Context: an optimization exercise on an open-source flow, tuned for a short achievable clock period and few clock cycles. The choices shown serve that exercise and are no tape-out recipe. In this exercise RTL edits were held to simulation tests only and were not proved equivalent to the original. Power figures rest on the tool's default switching activity, not on a simulated workload.

===== design.v =====
`timescale 1ns/1ps
module rn_node_top (
    input  logic        clk,
    input  logic        rst_n,
    input  logic        cpu_req_valid,
    input  logic [48:0] cpu_req,         
    output logic        cpu_req_ready,
    output logic        cpu_rsp_valid,
    input  logic        cpu_rsp_ready,
    output logic [39:0] cpu_rsp,         
    output logic        req_out_valid,
    input  logic        req_out_ready,
    output logic [73:0] req_out,         
    input  logic        rsp_in_valid,
    input  logic [8:0]  rsp_in,          
    input  logic        dat_in_valid,
    input  logic [39:0] dat_in,          
    input  logic        snp_in_valid,
    input  logic [32:0] snp_in,          
    output logic        snp_in_ready,
    output logic        snp_out_valid,
    input  logic        snp_out_ready,
    output logic [58:0] snp_out          
);
    localparam int LINES = 1 << 4;
    logic [(16 - 4)-1:0]  tag_q [LINES];
    logic [32-1:0] dat_q [LINES];
    logic [LINES-1:0]      v_q;
    logic [LINES-1:0]      m_q;
    logic                   c_rd;
    logic [16-1:0]  c_addr;
    logic [32-1:0]  c_wdata;
    logic [4-1:0] c_idx;
    logic [(16 - 4)-1:0]   c_tag;
    assign {c_rd, c_addr, c_wdata} = cpu_req;
    assign c_idx = c_addr[4-1:0];
    assign c_tag = c_addr[16-1:4];
    logic [LINES-1:0] c_dec;
    logic [LINES-1:0] c_eq;
    always_comb begin
        for (int i = 0; i < LINES; i++) begin
            c_dec[i] = (c_idx == i);
            c_eq[i]  = (tag_q[i] == c_tag);
        end
    end
    logic c_eq_sel, c_v_sel, c_m_sel;
    assign c_eq_sel = |(c_dec & c_eq);
    assign c_v_sel  = |(c_dec & v_q);
    assign c_m_sel  = |(c_dec & m_q);
    logic c_local_hit;    
    logic c_wb;           
    assign c_local_hit = c_v_sel && c_eq_sel && (c_rd || c_m_sel);
    assign c_wb        = c_m_sel && !c_eq_sel;
    logic                   s_op;
    logic [16-1:0]  s_addr;
    logic [8-1:0]   s_txn;
    logic [8-1:0]  s_src;
    logic [4-1:0] s_idx;
    logic [(16 - 4)-1:0]   s_tag;
    assign {s_op, s_addr, s_txn, s_src} = snp_in;
    assign s_idx = s_addr[4-1:0];
    assign s_tag = s_addr[16-1:4];
    logic [LINES-1:0] s_dec;
    logic [LINES-1:0] s_eq;
    always_comb begin
        for (int i = 0; i < LINES; i++) begin
            s_dec[i] = (s_idx == i);
            s_eq[i]  = (tag_q[i] == s_tag);
        end
    end
    logic s_hit, s_dirty;
    assign s_hit   = |(s_dec & s_eq & v_q);
    assign s_dirty = |(s_dec & s_eq & m_q);
    logic                  hold_q;    
    logic                  wrsp_q;    
    logic                  wdat_q;    
    logic                  byp_q;     
    logic [4-1:0] pidx_q;   
    logic                  c_rd_q;    
    logic [8-1:0]  rtxn_q;
    logic [32-1:0] rdata_q;
    logic [8-1:0]  cnt_q;     
    logic [8-1:0]  cnt1_q;    
    logic rsp_comp, dat_now;
    assign rsp_comp = wrsp_q && rsp_in_valid && (rsp_in[8] == 1'b0);
    assign dat_now  = wdat_q && dat_in_valid;
    assign cpu_rsp_valid = hold_q || dat_now || rsp_comp;
    assign cpu_rsp       = {rtxn_q, byp_q ? dat_in[32-1:0] : rdata_q};
    assign cpu_req_ready = !(hold_q || wrsp_q || wdat_q) || (cpu_rsp_valid && cpu_rsp_ready);
    logic c_acc;
    assign c_acc = cpu_req_valid && cpu_req_ready;
    logic [32-1:0] c_line_data;
    assign c_line_data = (byp_q && pidx_q == c_idx) ? dat_in[32-1:0] : dat_q[c_idx];
    always_ff @(posedge clk or negedge rst_n) begin
        if (!rst_n) begin
            hold_q <= 1'b0;
            wrsp_q <= 1'b0;
            wdat_q <= 1'b0;
            byp_q  <= 1'b0;
        end else if (c_acc) begin
            hold_q <= c_local_hit;
            wrsp_q <= !c_local_hit;
            wdat_q <= 1'b0;
            byp_q  <= 1'b0;
        end else begin
            if (hold_q && cpu_rsp_ready) hold_q <= 1'b0;
            if (wrsp_q && rsp_in_valid) begin
                wrsp_q <= 1'b0;
                if (rsp_in[8] == 1'b1) begin
                    wdat_q <= 1'b1;
                    byp_q  <= c_rd_q;
                end else begin
                    hold_q <= !cpu_rsp_ready;
                end
            end
            if (dat_now) begin
                wdat_q <= 1'b0;
                byp_q  <= 1'b0;
                hold_q <= !cpu_rsp_ready;
            end
        end
    end
    always_ff @(posedge clk) begin
        if (c_acc) begin
            c_rd_q  <= c_rd;
            pidx_q  <= c_idx;
            rtxn_q  <= c_wb ? cnt1_q : cnt_q;
            rdata_q <= c_rd ? c_line_data : c_wdata;
        end else if (dat_now && byp_q) begin
            rdata_q <= dat_in[32-1:0];
        end
    end
    logic                  f0v_q, f1v_q;
    logic [1:0]            f0_op_q, f1_op_q;
    logic [16-1:0] f0_addr_q, f1_addr_q;
    logic [32-1:0] f0_data_q;
    logic                  fire;
    logic [1:0]            c_op;
    assign fire = f0v_q && req_out_ready;
    assign c_op = c_rd ? 2'd0 : 2'd1;
    assign req_out_valid = f0v_q;
    assign req_out       = {f0_op_q, f0_addr_q, cnt_q, 8'h05, 8'h00, f0_data_q};
    always_ff @(posedge clk or negedge rst_n) begin
        if (!rst_n) begin
            f0v_q  <= 1'b0;
            f1v_q  <= 1'b0;
            cnt_q  <= '0;
            cnt1_q <= 8'd1;
        end else begin
            if (c_acc && !c_local_hit) begin
                f0v_q <= 1'b1;
                f1v_q <= c_wb;
            end else if (fire) begin
                f0v_q <= f1v_q;
                f1v_q <= 1'b0;
            end
            if (fire) begin
                cnt_q  <= cnt1_q;
                cnt1_q <= cnt1_q + 1'b1;
            end
        end
    end
    always_ff @(posedge clk) begin
        if (c_acc) begin
            f0_op_q   <= c_wb ? 2'd2 : c_op;
            f0_addr_q <= c_wb ? {tag_q[c_idx], c_idx} : c_addr;
            f0_data_q <= c_wb ? dat_q[c_idx] : {32{1'b0}};
            f1_op_q   <= c_op;
            f1_addr_q <= c_addr;
        end else if (fire) begin
            f0_op_q   <= f1_op_q;
            f0_addr_q <= f1_addr_q;
            f0_data_q <= {32{1'b0}};
        end
    end
    logic shold_q;
    logic s_acc;
    assign snp_in_ready  = !shold_q || snp_out_ready;
    assign snp_out_valid = shold_q;
    assign s_acc         = snp_in_valid && snp_in_ready;
    always_ff @(posedge clk or negedge rst_n) begin
        if (!rst_n) begin
            shold_q <= 1'b0;
        end else if (s_acc) begin
            shold_q <= 1'b1;
        end else if (snp_out_ready) begin
            shold_q <= 1'b0;
        end
    end
    always_ff @(posedge clk) begin
        if (s_acc) begin
            snp_out <= {s_dirty, s_dirty, s_hit, s_txn, 8'h05, s_src,
                        s_dirty ? dat_q[s_idx] : {32{1'b0}}};
        end
    end
    logic fill;
    assign fill = dat_now && byp_q;
    always_ff @(posedge clk or negedge rst_n) begin
        if (!rst_n) begin
            v_q <= '0;
            m_q <= '0;
        end else begin
            for (int i = 0; i < LINES; i++) begin
                if (c_acc && c_dec[i]) begin
                    v_q[i] <= 1'b1;
                    m_q[i] <= !c_rd || (c_eq_sel && c_m_sel);
                end else if (s_acc && s_dec[i] && s_hit) begin
                    m_q[i] <= 1'b0;
                    if (s_op == 1'b1) v_q[i] <= 1'b0;
                end
            end
        end
    end
    always_ff @(posedge clk) begin
        for (int i = 0; i < LINES; i++) begin
            if (c_acc && c_dec[i]) begin
                tag_q[i] <= c_tag;
            end
            if (c_acc && c_dec[i] && !c_rd) begin
                dat_q[i] <= c_wdata;
            end else if (fill && pidx_q == i) begin
                dat_q[i] <= dat_in[32-1:0];
            end
        end
    end
endmodule

===== run.sh =====
#!/bin/bash
# synth_recipe.tcl (not shown) runs the flow's synth.tcl, then flattens the netlist and writes it again
# the make line also repeats each setting of config.mk as NAME=value (left out here)
make -C /OpenROAD-flow-scripts/flow DESIGN_CONFIG=/design/flow/config.mk WORK_HOME=/design/flow/orfs CLKGATE_MAP_FILE= SYNTH_SCRIPT=/design/flow/synth_recipe.tcl finish

===== config.mk =====
export PLATFORM = sky130hd
export DESIGN_NAME = rn_node_top
export DESIGN_NICKNAME = rn_node_top
export VERILOG_FILES = /design/flow/design.v
export SDC_FILE = /design/flow/constraint.sdc
export NUM_CORES = 4
export LEC_CHECK = 0
export CAP_MARGIN = 20
export CORE_MARGIN = 2
export CORE_UTILIZATION = 40
export SLEW_MARGIN = 20

===== constraint.sdc =====
create_clock -name core_clock -period 5.0 [get_ports {clk}]
set_input_delay 1.0000 -clock core_clock [delete_from_list [all_inputs] [get_ports {clk}]]
set_output_delay 1.0000 -clock core_clock [all_outputs]
set_load 0.01 [all_outputs]

==> summary.txt <==
==> layer usage <==
layer  vias up  global-route usage  part of all wire  routed length [um]
li1      15400                   -                 -                   -
met1     19200               0.418              0.37               76800
met2      3139               0.494              0.44               92200
met3       868              0.0791              0.12               25500
met4        12               0.178             0.067               14000
met5         -                   0           0.00037                  78
==> report_power, final <==
group          internal, W  total, W  switching [W]
clock              0.00488   0.00833        0.00345
sequential         0.00917   0.00964       0.000470
combinational      0.00174   0.00412        0.00238
total               0.0158    0.0221        0.00630
==> flip-flops by register name (all words and copies together), names as in the netlist, 2 cells and up <==
register	count
tag_q	192
snp_out	50
m_q	16
f0_addr_q	16
f1_addr_q	13
rdata_q	32
f0_data_q	32
rtxn_q	8
pidx_q	3
f0_op_q	2
cnt_q	8
cnt1_q	8
v_q	16
dat_q	512
==> worst max path at each step <==
stage / start / to / depth (start not counted)
after global placement: cpu_req[35] / rtxn_q[3] / 9
final: cpu_req[35] / dat_q[8][13] / 7
after global routing: cpu_req[35] / f0_addr_q[8] / 10
after detailed placement: cpu_req[35] / rtxn_q[6] / 9
after CTS: cpu_req[35] / rtxn_q[6] / 9
after floorplan: dat_in_valid / dat_q[4][0] / 3
==> cell type report <==
| class | count | area, um^2 |
|---|---|---|
| Antenna cell | 4 | 10.0 |
| Clock buffer | 120 | 2700 |
| Clock inverter | 75 | 936 |
| Fill cell | 10900 | 64000 |
| Inverter | 22 | 85.1 |
| Multi-Input combinational cell | 2512 | 20400 |
| Sequential cell | 917 | 27300 |
| Tap cell | 1625 | 2030 |
| Timing Repair Buffer | 477 | 4610 |
==> critical path, stage by stage <==
cell	delay, ns
clkdlybuf4s50_1	0.84
nand2b_1	0.48
nor3_2	0.44
buf_12	0.41
nand2_2	0.34
o21ai_4	0.41
buf_4	0.36
==> through the flow <==
step	area, um^2	total power, W	utilization	setup slack [ns]	hold slack (ns)
6_report	58000	0.0221	0.476	1.01	0.465
5_1_grt	58000	0.0227	0.476	0.871	0.522
4_1_cts	58000	0.0221	0.475	1.07	0.457
3_5_place_dp	54400	0.0139	0.446	0.339	0.496
3_3_place_gp	54400	0.0138	0.446	0.358	0.490
2_1_floorplan	49300	0.0118	-	0.755	0.454
==> Yosys cell counts (4+ instances only) <==
cell type  number  area share
mux2i_1        41      0.0083
mux2_2        564        0.13
o21ai_2        10      0.0018
nor2_1         87      0.0066
buf_1          39      0.0030
o22a_1         33      0.0059
and4_1          5     0.00089
nand4_1       145       0.018
dfrtp_1        54       0.027
o211ai_1       17      0.0026
nand2_2        10      0.0013
o22ai_1        41      0.0052
a21oi_1        87      0.0088
xor2_1        116       0.021
buf_6          17      0.0039
inv_1          21      0.0016
o21ai_0        75      0.0076
nor4bb_1        5      0.0010
a22oi_1       369       0.056
nand2b_1       10      0.0013
edfxtp_1      862        0.53
xnor2_1       279       0.050
nand3_1       134       0.014
buf_4          64      0.0098
a21o_1          5     0.00076
and3_1         30      0.0038
o21ai_1         5     0.00051
nor3_1          6     0.00061
buf_2          88      0.0089
nand2_1       138       0.011
a222oi_1        4     0.00081
a221oi_1       90       0.016
clkbuf_1      177       0.013
a22o_1         88       0.016
nor4_1         49      0.0062
==> kinds of logic (layout without fill, tap and decap cells) <==
kind of cell             Yosys count  count (layout)
XOR/XNOR                         395             395
AND/OR/NAND/NOR                  653             653
multiplexers                     605             605
adder cells (fa/ha/maj)            1               1
buffers and inverters            411             694
AO/OA/AOI/OAI                    834             834
other                              2              28
flip-flops                       917             917
==> summary.txt <==
status complete, no violations; CP Data Required Time 5.41 ns; achievable frequency 251 MHz; ys flop type edfxtp_1; final non-filler cell total 5,752; Hold Crit Class in -> async; cell count after synthesis 3,818; Arr. time, crit path about 4.4 ns; Slew Limit Fails 0; Final min period 3.99 ns; CTS Hold Bufs 0; actual slew at the worst max-slew pin between 1 and 1.5 ns; gr usage total 0.322; first-pass GRT wire length 288,000 um; clk_skew 0.0806 ns; H-tree lvl count 3; TritonCTS clock tree yes; synthesis-stage register bit count 917; Synth Area in Compound Gates 0.124; Post-synth EDFFs around 860; Die Area 0.126 mm^2; Routed Antenna Nets 0; overflow left after global routing 0; Setup CP Type in -> reg; Die Wd 355 um; Port-buffer cells 277; Synth Area in Adders 0.000254; antenna violations before repair 15; Final setup violation count 0; CTS-repair resized insts 0; setup TNS 0 ns; DRT Wirelength 208,000 um; RSZ-0062 raised after global routing no; crit path max fanout 46; Static Leak 19.2 nW; row count between 100 and 150; CTS buffer count 105; Die Y 355 um; commonest non-fill, non-tap cell in the layout edfxtp_1; period utilization 0.798; dpl cells 5,553; final hold vios 0; DR vias 38,600; DR iter-0 viols 6,665; worst-case clock buffer depth 3; flop-to-flop setup slack about 1.8 ns; DRC 0; PD cells 381 mW/mm^2; initial core utilization 0.403; XOR/XNOR Fraction of Synth Area 0.0703; Cell Area, Synth around 0.05 mm^2; Reg2Reg Depth 10; multiplexer area fraction after synthesis 0.137; Synth-to-Final Area Change 17.9%; CTS Sinks 917; Worst-path clk slew 0.06 ns; share of cells above drive strength 1 0.249; pin count of the biggest net entering global routing 56; post-synthesis async set-or-reset flop share 0.0600; Syn. warnings 3; Skew-Pair Late Insertion Delay 0.75 ns; most frequent cells in the layout 862 x edfxtp_1, 564 x mux2_2, 369 x a22oi_1; nets@finish 4,176; DP HPWL 127,000 um; post-synthesis simple-gate area fraction 0.0722; I/O Pins 318; gpl congestion 0.991; postcts setup bufs 0; share of the yosys chip area belonging to registers 0.554; VDD IR max approximately 0.31 mV; largest family of logic cells by synthesized area multiplexers; syn avg cell area between 10 and 15 um^2; DR pass1 iterations 7; Vias per Instance around 6.7; vias in the first global route between 30,000 and 40,000; max_cap viols 0; core area 0.122 mm^2; Clock Tree Root clkbuf_16; CP Capture Type flip-flop; Reg-to-Reg End dat_q[11][15]; worst r2r src wrsp_q; post-DR wirelength/cell between 30 and 40 um; Synth cell types 69; Worst slew margin 0.182; CP Launch Type input port
Testbench counts, summed over its fixed seeds: cycles 68,333.

==> afterwards: timing with drivers on the ports <==
The results above use ideal ports. As a check the final layout listed here was re-extracted and re-timed, cells and wires unchanged.
Step 1, drivers: a clkbuf_16 drives clk and a buf_2 each remaining input, both assumed.
Step 2 times the ports against the registers' clock, not the clock port: input delays grow and output delays shrink by t, the midpoint of the rising clock arrivals with the driver on.
a / b / c = ideal ports / drivers / drivers and shift; a / b = the first two.
shift t [ns]: 0.785
setup slack, ns: 1.011 / 0.923 / 0.229
worst setup path at the end: input to register
worst data-port slew with drivers (ns): 0.19
After both steps this run still meets setup and hold. The setup slack of this run moves by -0.088 ns with the drivers and by -0.782 ns with both steps.
